From an optimization exercise on the open Yosys and OpenROAD flow, aimed at small area and a short achievable clock period; shortcuts taken in it are not production practice. Where RTL was checked, it was by simulation tests only, not by an equivalence proof against the original. Function not checked in run 2: the RTL went through the layout flow alone. Power and IR drop assume default switching activity.

==> flow/design.v <==
`timescale 1ns / 1ps
package bpcq_pkg;
   localparam int unsigned LEVEL_W  = 8;
   localparam int unsigned TIME_W   = 32;
   localparam int unsigned COUNT_W  = 16;
   localparam int unsigned CSR_IDX_W = 2;
   localparam int unsigned NUM_BUTTONS_DEF = 8;
   localparam int unsigned QUEUE_DEPTH_DEF = 16;
   localparam logic OP_SCAN = 1'b0;
   localparam logic OP_POP  = 1'b1;
   localparam logic [CSR_IDX_W-1:0] CSR_SHORT_TICKS   = 2'd0;
   localparam logic [CSR_IDX_W-1:0] CSR_LONG_TICKS    = 2'd1;
   localparam logic [CSR_IDX_W-1:0] CSR_BEEP_TICKS    = 2'd2;
   localparam logic [CSR_IDX_W-1:0] CSR_GATHER_WINDOW = 2'd3;
   localparam logic [COUNT_W-1:0] SHORT_TICKS_RST   = 16'd5;
   localparam logic [COUNT_W-1:0] LONG_TICKS_RST    = 16'd100;
   localparam logic [COUNT_W-1:0] BEEP_TICKS_RST    = 16'd10;
   localparam logic [COUNT_W-1:0] GATHER_WINDOW_RST = 16'd100;
   typedef struct packed {
      logic               op;
      logic [LEVEL_W-1:0] buttons_high;
      logic [TIME_W-1:0]  now_ms;
   } req_type;
   typedef struct packed {
      logic               beep_start;
      logic               beep_stop;
      logic               event_queued;
      logic               event_dropped;
      logic               pop_valid;
      logic [LEVEL_W-1:0] pop_mask;
      logic               pop_long;
   } rsp_type;
   typedef struct packed {
      logic [COUNT_W-1:0] short_ticks;
      logic [COUNT_W-1:0] long_ticks;
      logic [COUNT_W-1:0] beep_ticks;
      logic [COUNT_W-1:0] gather_window_ms;
   } cfg_type;
   typedef struct packed {
      logic               long_flag;
      logic [LEVEL_W-1:0] mask;
   } entry_type;
   typedef struct packed {
      logic      valid;
      entry_type entry;
   } push_type;
   typedef struct packed {
      logic empty;
      logic full;
   } qstat_type;
   typedef struct packed {
      logic beep_start;
      logic beep_stop;
      logic event_queued;
      logic event_dropped;
   } scan_flags_type;
endpackage
`timescale 1ns / 1ps
module bpcq_pre (
   input  logic [15:0] last_lo,
   input  logic [15:0] win,
   output logic [15:0] e_lo,
   output logic        e_wrap
);
   logic [15:0] g, p, x;
   always_comb begin
      g = last_lo & win;
      p = last_lo | win;
      x = p & ~g;
      for (int w = 1; w < 16; w = w * 2) begin
         for (int j = 0; j < 16; j++) begin
            if ((j / w) % 2 == 1) begin
               g[j] = g[j] | (p[j] & g[(j / w) * w - 1]);
               p[j] = p[j] & p[(j / w) * w - 1];
            end
         end
      end
      e_lo[0] = x[0];
      for (int j = 1; j < 16; j++) e_lo[j] = x[j] ^ g[j-1];
      e_wrap = g[15];
   end
endmodule
`timescale 1ns / 1ps
`timescale 1ns / 1ps
module button_press_classifier_queue_unit (
   input  logic        clock,
   input  logic        reset,
   input  logic        req_valid,
   output logic        req_stall,
   input  logic [40:0] req_payload_bits,
   output logic        rsp_valid,
   input  logic        rsp_stall,
   output logic [13:0] rsp_payload_bits,
   input  logic        csr_valid,
   output logic        csr_ready,
   input  logic [1:0]  csr_index,
   input  logic [15:0] csr_wdata
);
   logic        op;
   logic [7:0]  lvl;
   logic [31:0] now;
   assign op  = req_payload_bits[40];
   assign lvl = req_payload_bits[39:32];
   assign now = req_payload_bits[31:0];
   logic rsp_valid_ff, req_fire, scan_en, pop_en;
   assign req_stall = rsp_valid_ff && rsp_stall;
   assign req_fire  = req_valid && !req_stall;
   assign scan_en   = req_fire && !op;
   assign pop_en    = req_fire && op;
   assign csr_ready = 1'b1;
   assign rsp_valid = rsp_valid_ff;
   always_ff @(posedge clock) begin
      if (reset) rsp_valid_ff <= 1'b0;
      else       rsp_valid_ff <= req_fire || (rsp_valid_ff && rsp_stall);
   end
   logic [15:0] nsm1_ff, nlong_ff, beep_t_ff, win_ff;
   always_ff @(posedge clock) begin
      if (reset) begin
         nsm1_ff   <= -16'd5;
         nlong_ff  <= ~16'd100;
         beep_t_ff <= 16'd10;
         win_ff    <= 16'd100;
      end else if (csr_valid) begin
         case (csr_index)
            2'd0: nsm1_ff   <= -csr_wdata;
            2'd1: nlong_ff  <= ~csr_wdata;
            2'd2: beep_t_ff <= csr_wdata;
            default: win_ff <= csr_wdata;
         endcase
      end
   end
   logic        short_nz;
   logic [7:0]  ge_min, ge_long, rose;
   assign short_nz = (nsm1_ff != 16'd0);
   for (genvar i = 0; i < 8; i++) begin : g_lane
      logic [15:0] hold_ff;
      logic        g_s, p_s, g_l, p_l;
      always_comb begin
         logic [15:0] gs, ps, gl, pl;
         gs = hold_ff & nsm1_ff;
         ps = hold_ff | nsm1_ff;
         gl = hold_ff & nlong_ff;
         pl = hold_ff | nlong_ff;
         for (int w = 1; w < 16; w = w * 2) begin
            for (int j = 2 * w - 1; j < 16; j = j + 2 * w) begin
               gs[j] = gs[j] | (ps[j] & gs[j-w]);
               ps[j] = ps[j] & ps[j-w];
               gl[j] = gl[j] | (pl[j] & gl[j-w]);
               pl[j] = pl[j] & pl[j-w];
            end
         end
         g_s = gs[15];
         p_s = ps[15];
         g_l = gl[15];
         p_l = pl[15];
      end
      assign ge_long[i] = g_l || p_l;
      assign ge_min[i]  = !short_nz || g_s || ge_long[i];
      assign rose[i]    = !lvl[i] && short_nz && p_s && !g_s;
      logic [16:0] ones;
      logic        inc_en, clr;
      always_comb begin
         ones[0] = 1'b1;
         for (int k = 0; k < 16; k++) ones[k+1] = ones[k] & hold_ff[k];
      end
      assign inc_en = scan_en && !lvl[i] && !ones[16];
      assign clr    = reset || (scan_en && lvl[i]);
      always_ff @(posedge clock) begin
         if (clr) hold_ff <= '0;
         else     hold_ff <= hold_ff ^ ({16{inc_en}} & ones[15:0]);
      end
   end
   logic [15:0] beep_ff;
   logic        beep_le1, start, beep_stop;
   assign beep_le1  = (beep_ff[15:1] == 15'd0);
   assign beep_stop = (beep_ff == 16'd1);
   assign start     = beep_le1 && (rose != 8'd0);
   always_ff @(posedge clock) begin
      if (reset) begin
         beep_ff <= '0;
      end else if (scan_en) begin
         beep_ff <= start ? beep_t_ff : (beep_le1 ? 16'd0 : beep_ff - 16'd1);
      end
   end
   logic [7:0]  pmask_ff, mask, mm;
   logic        plong_ff, lm, mask_any, fire, quiet;
   logic [31:0] last_ff;
   logic [3:0]  head_ff, tail_ff, head_p1, tail_p1;
   logic        full_ff, to_full, empty, full;
   logic [15:0] e_lo;
   logic        e_wrap, win_zero;
   bpcq_pre u_pre (
      .last_lo  (last_ff[15:0]),
      .win      (win_ff),
      .e_lo     (e_lo),
      .e_wrap   (e_wrap)
   );
   assign win_zero = (win_ff == 16'd0);
   assign head_p1  = (head_ff == 4'd14) ? 4'd0 : head_ff + 4'd1;
   assign tail_p1  = (tail_ff == 4'd14) ? 4'd0 : tail_ff + 4'd1;
   assign to_full  = (head_p1 == tail_ff);
   assign empty    = (head_ff == tail_ff) && !full_ff;
   assign full     = full_ff;
   assign mask     = lvl & ge_min;
   assign mask_any = (mask != 8'd0);
   assign mm       = pmask_ff | mask;
   assign lm       = plong_ff | ((lvl & ge_long) != 8'd0);
   logic [15:0] now_lo, now_hi, g1, p1, g2, p2, hd;
   logic [16:0] inc_m;
   logic        ge_lo, ge_end, hi_eq0, hi_eq1, hi_zero, lo_in;
   assign now_lo = now[15:0];
   assign now_hi = now[31:16];
   always_comb begin
      inc_m[0] = 1'b1;
      for (int k = 0; k < 16; k++) inc_m[k+1] = inc_m[k] & last_ff[16+k];
      hd     = now_hi ^ last_ff[31:16];
      hi_eq0 = (hd == 16'd0);
      hi_eq1 = (hd == inc_m[15:0]);
      g1 = now_lo & ~last_ff[15:0];
      p1 = now_lo | ~last_ff[15:0];
      g2 = now_lo & ~e_lo;
      p2 = now_lo | ~e_lo;
      for (int w = 1; w < 16; w = w * 2) begin
         for (int j = 2 * w - 1; j < 16; j = j + 2 * w) begin
            g1[j] = g1[j] | (p1[j] & g1[j-w]);
            p1[j] = p1[j] & p1[j-w];
            g2[j] = g2[j] | (p2[j] & g2[j-w]);
            p2[j] = p2[j] & p2[j-w];
         end
      end
      ge_lo   = g1[15] | p1[15];
      ge_end  = g2[15] | p2[15];
      hi_zero = ge_lo ? hi_eq0 : hi_eq1;
      lo_in   = e_wrap ? (ge_lo | !ge_end) : (ge_lo & !ge_end);
      quiet   = !(hi_zero && lo_in);
   end
   assign fire = mask_any ? win_zero : ((pmask_ff != 8'd0) && quiet);
   always_ff @(posedge clock) begin
      if (reset) begin
         pmask_ff <= '0;
         plong_ff <= 1'b0;
         head_ff  <= '0;
         tail_ff  <= '0;
         full_ff  <= 1'b0;
      end else begin
         if (scan_en) begin
            pmask_ff <= fire ? 8'd0 : mm;
            plong_ff <= fire ? 1'b0 : lm;
            if (fire && !full) begin
               head_ff <= head_p1;
               full_ff <= to_full;
            end
         end
         if (pop_en && !empty) begin
            tail_ff <= tail_p1;
            full_ff <= 1'b0;
         end
      end
   end
   always_ff @(posedge clock) begin
      if (scan_en && !reset && mask_any) last_ff <= now;
   end
   logic [8:0] mem [0:14];
   logic [8:0] rd_slot [0:15];
   logic [8:0] rd_entry;
   always_ff @(posedge clock) begin
      if (!full) mem[head_ff] <= {lm, mm};
   end
   always_comb begin
      for (int k = 0; k < 15; k++) rd_slot[k] = mem[k];
      rd_slot[15] = mem[14];
   end
   assign rd_entry = rd_slot[tail_ff];
   logic       bs_ff, bp_ff, eq_ff, ed_ff, pv_ff;
   logic [8:0] pop_ff;
   always_ff @(posedge clock) begin
      if (!req_stall) begin
         bs_ff  <= !op && start;
         bp_ff  <= !op && beep_stop;
         eq_ff  <= !op && fire && !full;
         ed_ff  <= !op && fire && full;
         pv_ff  <= op && !empty;
         pop_ff <= (op && !empty) ? {rd_entry[7:0], rd_entry[8]} : 9'd0;
      end
   end
   assign rsp_payload_bits = {bs_ff, bp_ff, eq_ff, ed_ff, pv_ff, pop_ff};
endmodule
==> flow/flow/run.sh <==
#!/bin/bash
# Own layout flow: the standard ORFS layout (standard.sh, with its
# unchanged synthesis), with these layout knobs changed on make's command
# line:
#  - the setup repair margin, so that repair_timing works towards the
#    period the design can reach rather than stopping 5 ns short of 10.5 ns;
#  - the port buffer cell: a plain buffer instead of the delay buffer that
#    buffer_ports picks by default. Every port is still buffered;
#  - clock tree synthesis: clkbuf_8 buffers at the sinks, clkbuf_4 in the tree, in larger sink clusters and no
#    dummy loads. The clock still reaches every register through buffers.
# The full make output goes to run_flow.log in the work folder; ORFS's own
# per-step logs stay under orfs/logs.
set -euo pipefail
MARGIN=${OWN_SETUP_MARGIN:-6.0}
CTS="-sink_clustering_enable -repair_clock_nets -dont_use_dummy_load"
CTS="$CTS -buf_list sky130_fd_sc_hd__clkbuf_8 -tree_buf sky130_fd_sc_hd__clkbuf_4"
CTS="$CTS -sink_clustering_size 16 -sink_clustering_max_diameter 50"
bash standard.sh \
  "SETUP_SLACK_MARGIN=${MARGIN}" \
  "BUFFER_PORTS_ARGS=-buffer_cell sky130_fd_sc_hd__buf_1" \
  "CTS_ARGS=${CTS}" \
  finish > run_flow.log 2>&1
==> flow/standard.sh <==
#!/bin/bash
# synth_recipe.tcl (not shown) runs the flow's synth.tcl, then flattens the netlist and writes it again
# the make line also repeats each setting of config.mk as NAME=value (left out here)
make -C /OpenROAD-flow-scripts/flow DESIGN_CONFIG=/design/flow/config.mk WORK_HOME=/design/flow/orfs CLKGATE_MAP_FILE= SYNTH_SCRIPT=/design/flow/synth_recipe.tcl "${@:-finish}"
==> flow/config.mk <==
export PLATFORM = sky130hd
export DESIGN_NAME = button_press_classifier_queue_unit
export DESIGN_NICKNAME = button_press_classifier_queue_unit
export VERILOG_FILES = /design/flow/design.v
export SDC_FILE = /design/flow/constraint.sdc
export NUM_CORES = 4
export LEC_CHECK = 0
export CAP_MARGIN = 5
export CORE_MARGIN = 2
export CORE_UTILIZATION = 40
export SLEW_MARGIN = 5
export SYNTH_HIERARCHICAL = 1
==> flow/constraint.sdc <==
create_clock -name core_clock -period 10.5 [get_ports {clock}]
set_input_delay 2.1000 -clock core_clock [delete_from_list [all_inputs] [get_ports {clock}]]
set_output_delay 2.1000 -clock core_clock [all_outputs]
set_load 0.01 [all_outputs]
==> results of run 1 <==
==> per-module statistics from Yosys (local to each module, per instance) <==
module	flops+latches	area [um2]
button_press_classifier_queue_unit	408	21800
bpcq_pre	0	952
==> worst max-delay path: cells and delay by family <==
| kind | cells | cell delay, ns |
|---|---|---|
| AND/OR/NAND/NOR | 1 | 0.07 |
| buffers and inverters | 3 | 0.24 |
==> layout make-up <==
cell class | instances | area [um2]
Antenna cell | 2 | 5.00
Clock buffer | 47 | 647
Fill cell | 5493 | 32000
Inverter | 96 | 363
Multi-Input combinational cell | 1865 | 11600
Sequential cell | 408 | 9980
Tap cell | 756 | 946
Timing Repair Buffer | 141 | 786
==> how the worst min path moves through the flow <==
stage,endpoint,cells past startpoint
after global routing,beep_t_ff[10]$_SDFFE_PP0P_,2
final,beep_t_ff[8]$_SDFFE_PP0P_,2
after global placement,beep_t_ff[8]$_SDFFE_PP0P_,2
after detailed placement,beep_t_ff[10]$_SDFFE_PP0P_,2
after CTS,beep_t_ff[8]$_SDFFE_PP0P_,2
after floorplan,beep_t_ff[0]$_SDFFE_PP0P_,2
==> through the flow <==
step | worst slack [ns] | util, % | instance area (um2)
CTS | 6.00 | 43.0 | 24200
global placement | 5.59 | 41.6 | 23400
finish | 6.00 | 43.2 | 24300
floorplan | 6.05 | - | 22700
global route | 5.94 | 43.2 | 24300
detailed placement | 5.48 | 41.6 | 23400
==> cell families (layout without fill, tap and decap cells) <==
| family | count (synthesis) | count (layout) | share of synthesized area, % |
|---|---|---|---|
| buffers and inverters | 331 | 284 | 5.78 |
| AND/OR/NAND/NOR | 985 | 985 | 20.1 |
| XOR/XNOR | 155 | 155 | 6.01 |
| other | 1 | 3 | 0.0165 |
| multiplexers | 28 | 28 | 1.33 |
| adder cells (fa/ha/maj) | 54 | 54 | 2.99 |
| flip-flops | 408 | 408 | 43.9 |
| AO/OA/AOI/OAI | 642 | 642 | 19.9 |
==> placed cells by master (no fill, tap or decap), types with 69 or more instances in the layout <==
| cell type | n |
|---|---|
| a21oi_1 | 96 |
| a22oi_1 | 87 |
| buf_1 | 76 |
| dfxtp_1 | 225 |
| edfxtp_1 | 181 |
| inv_1 | 92 |
| nand2_1 | 241 |
| nand3_1 | 89 |
| nor2_1 | 339 |
| nor3_1 | 95 |
| o22ai_1 | 102 |
| xnor2_1 | 69 |
| xor2_1 | 84 |
==> repair_timing <==
action	CTS	global route
resized for setup	19	11
setup endpoints to repair	16	49
pin swaps	15	12
buffers inserted	10	4
gates cloned	0	0
==> sequential cells by signal, summed over array words and instances (netlist names) <==
| register | flops |
|---|---|
| pv_ff | 1 |
| bs_ff | 1 |
| bp_ff | 1 |
| mem | 135 |
| beep_ff | 16 |
| ed_ff | 1 |
| win_ff | 16 |
| tail_ff | 4 |
| nlong_ff | 16 |
| beep_t_ff | 16 |
| full_ff | 1 |
| pop_ff | 9 |
| pmask_ff | 8 |
| eq_ff | 1 |
| rsp_valid_ff | 1 |
| g_lane.hold_ff | 128 |
| plong_ff | 1 |
| head_ff | 4 |
| nsm1_ff | 16 |
| last_ff | 32 |
==> per-layer routing <==
layer  routed length, um  share of wire [%]  vias to the layer above
li1                    -                  -                     9317
met1               29300                 42                     9569
met2               32000                 46                      915
met3                5650                8.1                      200
met4                2980                4.3                        0
met5                   0                  0                        -
==> power groups by stage <==
stage,Clock (W),Combinational [W],Sequential [W]
floorplan,0,0.000208,0.00171
global placement,0,0.000286,0.00173
detailed placement,0,0.000292,0.00173
CTS,0.000978,0.000298,0.00169
global route,0.00103,0.000334,0.00170
finish,0.000949,0.000305,0.00170
==> results.sh, run 1 <==
export IMPL_grt_met3_usage_pct=3.58
export IMPL_gp_congestion=0.917
export IMPL_synth_area_um2=22700
export IMPL_switching_share_pct=26.6
export IMPL_synth_nets=2712
export IMPL_drtPass1Iterations=7
export IMPL_async_flop_share_pct=0
export IMPL_die_width_um=242
export IMPL_routedWlPerCell_um=21.1
export IMPL_seqPwrFrac_pct=57.5
export IMPL_drt_iter0_drc=1963
export IMPL_dp_hpwl_um=46400
export IMPL_switching_power_w=0.000786
export IMPL_vdd_drop_max_mv=0.0765
export IMPL_crit_end="req_stall"
export IMPL_clockRootBuffer="clkbuf_8"
export IMPL_postSynthCellCount=2604
export IMPL_io_pins=81
export IMPL_grt_overflow_total=0
export IMPL_total_power_w=0.00295
export IMPL_syn_to_final_growth_pct=6.85
export IMPL_crit_slowest_cell="buf_6"
export IMPL_fin_skew_ns=0.0633
export IMPL_maxSlewViolCount=0
export IMPL_status="complete, no violations"
export IMPL_post_route_period_util_pct=42.9
export IMPL_layout_drive_gt1_share_pct=6.88
export IMPL_antenna_found_initial=1
export IMPL_p_leak_nw=8.33
export IMPL_internal_power_w=0.00216
export IMPL_crit_arrival_ns=2.40
export IMPL_fp_dieH_um=242
export IMPL_worst_hold_path_type="register to register"
export IMPL_synth_edff_count=181
export IMPL_gr_usage_met1_pct=30.2
export IMPL_ys_seq_area_share_pct=43.9
export IMPL_finalHoldViolations=0
export IMPL_crit_path_start="rsp_stall"
export IMPL_io_buffers=79
export IMPL_rr_worst_depth=9
export IMPL_synth_area_per_cell_um2=8.73
export IMPL_synth_top_cell_by_area="edfxtp_1"
export IMPL_postCtsHoldBufs=0
export IMPL_cp_end_kind="primary output"
export IMPL_drtAntennaViolNets=0
export IMPL_viasPerCell=6.03
export IMPL_crit_chain="buf_6 > nand2_4 > inv_4 > buf_6"
export IMPL_rsz0062_at_grt="yes"
export IMPL_yosysMostFrequentCell="nor2_1"
export IMPL_ctsHtreeMaxLevel=2
export IMPL_path_class="input pin to primary output"
export IMPL_timing_rr_end="beep_ff[3]$_SDFFE_PP0P_"
export IMPL_yosys_top_cells_area="edfxtp_1, dfxtp_1, nor2_1"
export IMPL_grt_pass1_vias=18700
export IMPL_final_nets=2667
export IMPL_grt_pass1_wl_um=108000
export IMPL_ys_warnings_count=9
export IMPL_top_usage_layer="met2"
export IMPL_track_usage_pct=23.0
export IMPL_stdcell_count=3315
export IMPL_dpl_cell_count=3252
export IMPL_finalSetupViolations=0
export IMPL_r2r_slack_ns=6.13
export IMPL_layout_min_cycle_time_ns=4.50
export IMPL_routed_wl_um=69900
export IMPL_drv_cap=0
export IMPL_cts_tree="built"
export IMPL_drc=0
export IMPL_hp_start="beep_t_ff[8]$_SDFFE_PP0P_"
export IMPL_crit_path_start_kind="input pin"
export IMPL_crit_top_cell="buf_6"
export IMPL_fmax_mhz=222
export IMPL_synth_distinct_cells=95
export IMPL_start_util_pct=40.4
export IMPL_pwr_share_comb_pct=10.3
export IMPL_netlist_area_leader_share_pct=23.9
export IMPL_cts_buffer_depth=3
export IMPL_r2r_start="nsm1_ff[14]$_SDFFE_PP1P_"
export IMPL_ys_seq_elements=408
export IMPL_clk_pin_slew_ns=0.07
export IMPL_grt_max_degree=61
export IMPL_synth_main_ff_cell="dfxtp_1"
export IMPL_synth_common_cells="nor2_1, nand2_1, dfxtp_1, edfxtp_1, clkbuf_1"
export IMPL_cp_max_fo=2
export IMPL_cts_buffers=47
export IMPL_fp_dieArea_um2=58700
export IMPL_clock_sinks=408
export IMPL_tightest_slew_ns=1.30
export IMPL_slew_headroom_pct=12.7
export IMPL_placement_rows=87
export IMPL_fin_tns_setup_ns=0
export IMPL_core_area_um2=56300
export IMPL_gr_usage_met2_pct=37.5
export IMPL_hold_slack_ns=0.460
export IMPL_worstSkewPairLatency_ns=0.66
export IMPL_max_stage_delay_ns=0.11
export IMPL_vias=20000
export IMPL_power_density_nw_per_um2=121
export IMPL_clockPowerShare_pct=32.2
export IMPL_crit_required_ns=8.40
==> run 2, diff against run 1 <==
--- a/flow/design.v
+++ b/flow/design.v
@@ -185,7 +185,7 @@
    logic [7:0]  pmask_ff, mask, mm;
    logic        plong_ff, lm, mask_any, fire, quiet;
    logic [31:0] last_ff;
-   logic [3:0]  head_ff, tail_ff, head_p1, tail_p1;
+   logic [3:0]  head_ff, tail_ff, head_p1, tail_p1, tail_m1;
    logic        full_ff, to_full, empty, full;
    logic [15:0] e_lo;
    logic        e_wrap, win_zero;
@@ -198,6 +198,7 @@
    assign win_zero = (win_ff == 16'd0);
    assign head_p1  = (head_ff == 4'd14) ? 4'd0 : head_ff + 4'd1;
    assign tail_p1  = (tail_ff == 4'd14) ? 4'd0 : tail_ff + 4'd1;
+   assign tail_m1  = (tail_ff == 4'd0) ? 4'd14 : tail_ff - 4'd1;
    assign to_full  = (head_p1 == tail_ff);
    assign empty    = (head_ff == tail_ff) && !full_ff;
    assign full     = full_ff;
@@ -262,26 +263,28 @@
    end
    logic [8:0] mem [0:14];
    logic [8:0] rd_slot [0:15];
-   logic [8:0] rd_entry;
-   always_ff @(posedge clock) begin
-      if (!full) mem[head_ff] <= {lm, mm};
+   logic [8:0] last_pop;
+   logic       bs_ff, bp_ff, eq_ff, ed_ff, pv_ff;
+   logic shown_at_head;
+   assign shown_at_head = pv_ff && (head_ff == tail_m1);
+   always_ff @(posedge clock) begin
+      if (!full && (scan_en || !shown_at_head)) mem[head_ff] <= {lm, mm};
    end
    always_comb begin
-      for (int k = 0; k < 15; k++) rd_slot[k] = mem[k];
-      rd_slot[15] = mem[14];
-   end
-   assign rd_entry = rd_slot[tail_ff];
-   logic       bs_ff, bp_ff, eq_ff, ed_ff, pv_ff;
-   logic [8:0] pop_ff;
+      rd_slot[0] = mem[14];
+      for (int k = 1; k < 15; k++) rd_slot[k] = mem[k-1];
+      rd_slot[15] = mem[13];
+   end
+   assign last_pop = rd_slot[tail_ff];
    always_ff @(posedge clock) begin
       if (!req_stall) begin
-         bs_ff  <= !op && start;
-         bp_ff  <= !op && beep_stop;
-         eq_ff  <= !op && fire && !full;
-         ed_ff  <= !op && fire && full;
-         pv_ff  <= op && !empty;
-         pop_ff <= (op && !empty) ? {rd_entry[7:0], rd_entry[8]} : 9'd0;
-      end
-   end
-   assign rsp_payload_bits = {bs_ff, bp_ff, eq_ff, ed_ff, pv_ff, pop_ff};
+         bs_ff <= !op && start;
+         bp_ff <= !op && beep_stop;
+         eq_ff <= !op && fire && !full;
+         ed_ff <= !op && fire && full;
+         pv_ff <= op && !empty;
+      end
+   end
+   assign rsp_payload_bits = {bs_ff, bp_ff, eq_ff, ed_ff, pv_ff,
+                              pv_ff ? {last_pop[7:0], last_pop[8]} : 9'd0};
 endmodule
--- a/flow/config.mk
+++ b/flow/config.mk
@@ -5,8 +5,8 @@
 export SDC_FILE = /design/flow/constraint.sdc
 export NUM_CORES = 4
 export LEC_CHECK = 0
-export CAP_MARGIN = 5
+export CAP_MARGIN = 20
 export CORE_MARGIN = 2
 export CORE_UTILIZATION = 40
-export SLEW_MARGIN = 5
+export SLEW_MARGIN = 20
 export SYNTH_HIERARCHICAL = 1
==> results.sh, run 2 <==
export IMPL_finalSetupViolations=0
export IMPL_place_area_um2=23000
export IMPL_postLayoutCellArea_um2=24700
export IMPL_p_leak_nw=8.66
export IMPL_antenna_found_initial=5
export IMPL_slew_headroom_pct=29.5
export IMPL_fmax_mhz=207
export IMPL_timing_rr_end="head_ff[2]$_SDFFE_PP0P_"
export IMPL_dp_hpwl_um=46400
export IMPL_synth_main_ff_cell="dfxtp_1"
export IMPL_yosysMostFrequentCell="nor2_1"
export IMPL_grt_pass1_vias=18600
export IMPL_synth_top_cell_by_area="edfxtp_1"
export IMPL_ys_seq_elements=399
export IMPL_syn_to_final_growth_pct=10.6
export IMPL_cts_tree="built"
export IMPL_synth_distinct_cells=99
export IMPL_max_stage_delay_ns=0.39
export IMPL_path_class="register to primary output"
export IMPL_drtPass1Iterations=7
export IMPL_worstSkewPairLatency_ns=0.67
export IMPL_crit_required_ns=8.40
export IMPL_drv_cap=0
export IMPL_grt_max_degree=61
export IMPL_post_route_period_util_pct=45.9
export IMPL_grt_overflow_total=0
export IMPL_crit_arrival_ns=2.72
export IMPL_status="complete, no violations"
export IMPL_synth_nets=2688
export IMPL_crit_slowest_cell="dfxtp_4"
export IMPL_mostFrequentLayoutCell="nor2_1"
export IMPL_cp_max_fo=6
export IMPL_final_util_pct=44.8
export IMPL_r2r_start="last_ff[0]$_DFFE_PP_"
export IMPL_final_cell_mix="nor2_1, nand2_1, dfxtp_1"
export IMPL_synth_edff_count=172
export IMPL_synth_common_cells="nor2_1, nand2_1, dfxtp_1, clkbuf_1, edfxtp_1"
export IMPL_drc=0
export IMPL_tightest_slew_ns=1.06
export IMPL_r2r_slack_ns=6.20
export IMPL_rr_worst_depth=20
export IMPL_finalHoldViolations=0
export IMPL_die_width_um=240
export IMPL_rsz0062_at_grt="yes"
export IMPL_clockRootBuffer="clkbuf_8"
export IMPL_crit_family="compound AO/OA/AOI/OAI gates"
export IMPL_critPathBufInv=5
export IMPL_max_flop_register="mem"
export IMPL_hp_start="beep_t_ff[12]$_SDFFE_PP0P_"
export IMPL_clock_sinks=399
export IMPL_crit_chain="buf_12 > ha_4 > buf_12 > buf_8 > buf_6 > a22o_1 > a222oi_1 > a41oi_2 > buf_2"
export IMPL_worst_hold_path_type="register to register"
export IMPL_fin_tns_setup_ns=0
export IMPL_clk_pin_slew_ns=0.08
export IMPL_total_power_w=0.00285
export IMPL_postSynthCellCount=2575
export IMPL_cp_end_kind="primary output"
export IMPL_hold_depth=2
export IMPL_io_buffers=79
export IMPL_synth_area_per_cell_um2=8.68
export IMPL_final_nets=2665
export IMPL_layout_min_cycle_time_ns=4.82
export IMPL_ys_seq_area_share_pct=43.4
export IMPL_start_util_pct=40.5
export IMPL_viasPerCell=6.07
export IMPL_crit_top_cell="buf_12"
export IMPL_crit_path_start_kind="register"
export IMPL_multi_input_area_um2=11800
export IMPL_reg_top3="mem: 135 flops, g_lane.hold_ff: 128 flops, last_ff: 32 flops"
export IMPL_fp_dieArea_um2=57800
export IMPL_postCtsHoldBufs=0
export IMPL_drtAntennaViolNets=0
export IMPL_cts_buffer_depth=3
export IMPL_gp_congestion=0.918
export IMPL_yosys_top_cells_area="edfxtp_1, dfxtp_1, nor2_1"
export IMPL_synth_area_um2=22300
export IMPL_track_usage_pct=24.1
export IMPL_grt_pass1_wl_um=108000
export IMPL_fin_skew_ns=0.0834
export IMPL_fill_cells=5301
export IMPL_seq_area_um2=9730
export IMPL_vias=20000
export IMPL_min_to="beep_t_ff[12]$_SDFFE_PP0P_"
export IMPL_async_flop_share_pct=0
export IMPL_drt_iter0_drc=2188
export IMPL_fp_dieH_um=240
export IMPL_ctsHtreeMaxLevel=2
export IMPL_layout_drive_gt1_share_pct=10.7
export IMPL_vdd_drop_max_mv=0.0810
export IMPL_routed_wl_um=71700
export IMPL_routedWlPerCell_um=21.7
export IMPL_cts_buffers=43
export IMPL_largest_reg_flops=135
export IMPL_power_density_nw_per_um2=115
export IMPL_core_area_um2=55200
export IMPL_maxSlewViolCount=0
export IMPL_ys_warnings_count=9
export IMPL_io_pins=81
export IMPL_placement_rows=86
export IMPL_netlist_area_leader_share_pct=23.1
## run 2: metal layers
metal / vias up / GRT usage (%) / wire [um]
li1: 9257 / - / -
met1: 9551 / 31.6 / 29700
met2: 1021 / 38.6 / 32300
met3: 213 / 4.39 / 6440
met4: 0 / 11.2 / 3250
met5: - / 0 / 0
## run 2: report_power, final
part	switching (W)	internal (W)	leakage (nW)	total (W)
clock network	0.000526	0.000364	0.309	0.000889
logic	0.000210	0.000107	4.81	0.000317
registers	0.0000235	0.00162	3.55	0.00165
## run 2: stage by stage
step | hold WS, ns | std cells | worst slack, ns
global route | 0.483 | 3300 | 5.59
finish | 0.466 | 3300 | 5.68
detailed placement | 0.454 | 3210 | 5.25
CTS | 0.465 | 3277 | 5.61
global placement | 0.448 | 3210 | 5.36
floorplan | 0.432 | 2575 | 6.01
## run 2: area by class of cell
class,instances,share of cell area (%)
Timing Repair Buffer,168,5.11
Antenna cell,2,0.0202
Clock buffer,43,2.39
Sequential cell,399,39.4
Tap cell,748,3.79
Inverter,88,1.41
Multi-Input combinational cell,1852,47.9
## run 2: repair_timing
action,CTS,global route
setup buffers,20,17
cloned,4,3
setup endpoints to repair,26,58
resized for setup,97,75
hold endpoints to repair,0,0
pin swaps,29,44
## run 2: kinds of logic (layout without fill, tap and decap cells)
logic type / Yosys count / in the layout / share of synthesized area [%]
buffers and inverters: 324 / 299 / 5.79
xor gates and xnor gates: 158 / 158 / 6.23
adders and majority gates: 61 / 61 / 3.42
other: 1 / 3 / 0.0168
and+or+nand+nor: 978 / 978 / 20.1
DFF: 399 / 399 / 43.4
AOI/OAI and AO/OA: 642 / 642 / 20.4
muxes: 12 / 12 / 0.560
## run 2: worst reg2reg max path, stage by stage, from the launching register on
cell       delay, ns
edfxtp_1        0.36
ha_2            0.18
inv_2           0.04
fa_2            0.35
o21ba_4         0.24
nor4_4          0.19
or2_4           0.19
a21oi_2         0.06
nor2_1          0.09
nor2_1          0.06
fa_2            0.36
xnor2_2         0.15
a221o_1         0.35
nand2b_4        0.15
a21o_1          0.18
o211ai_1        0.15
a21oi_2         0.09
a41o_1          0.25
o31a_4          0.45
nor4_4          0.25
o2bb2ai_1       0.09
## run 2: modules after synthesis, one instance, submodules excluded
module | cell area [um2] | flip-flops and latches | copies in the design
bpcq_pre | 952 | 0 | 1
button_press_classifier_queue_unit | 21400 | 399 | 1
## run 2: worst max-delay path by stage
stage,from,slack [ns],cells after the start,end
6_report,tail_ff[1]$_SDFFE_PP0P_,5.68,9,rsp_payload_bits[7]
5_1_grt,tail_ff[1]$_SDFFE_PP0P_,5.59,9,rsp_payload_bits[7]
4_1_cts,tail_ff[1]$_SDFFE_PP0P_,5.61,9,rsp_payload_bits[1]
3_5_place_dp,req_payload_bits[26],5.25,11,full_ff$_SDFFE_PP0P_
3_3_place_gp,req_payload_bits[26],5.36,11,full_ff$_SDFFE_PP0P_
2_1_floorplan,rsp_stall,6.01,2,req_stall

==> afterwards: timing with drivers on the ports <==
The flow's constraints put no driver on any port. The routed layouts listed below were extracted and timed again, unchanged, in two steps.
Step 1, drivers: a clkbuf_16 drives clock and a buf_2 each remaining input, both assumed.
Step 2 also shifts input and output timing later by t, the mid clock arrival at the registers, as if the neighbouring blocks saw the same clock.
a / b / c = no drivers / after step 1 / after step 2; a / b = the first two.
run	shift t [ns]	setup slack, ns	worst slew at a driven data input, ns
run 1	0.684	5.997 / 5.965 / 5.581	0.11
run 2	0.681	5.675 / 5.619 / 5.441	0.12
After both steps setup and hold are still met in every run listed. The setup slack of run 1, which loses most, moves by -0.032 ns with the drivers and by -0.416 ns with both steps.
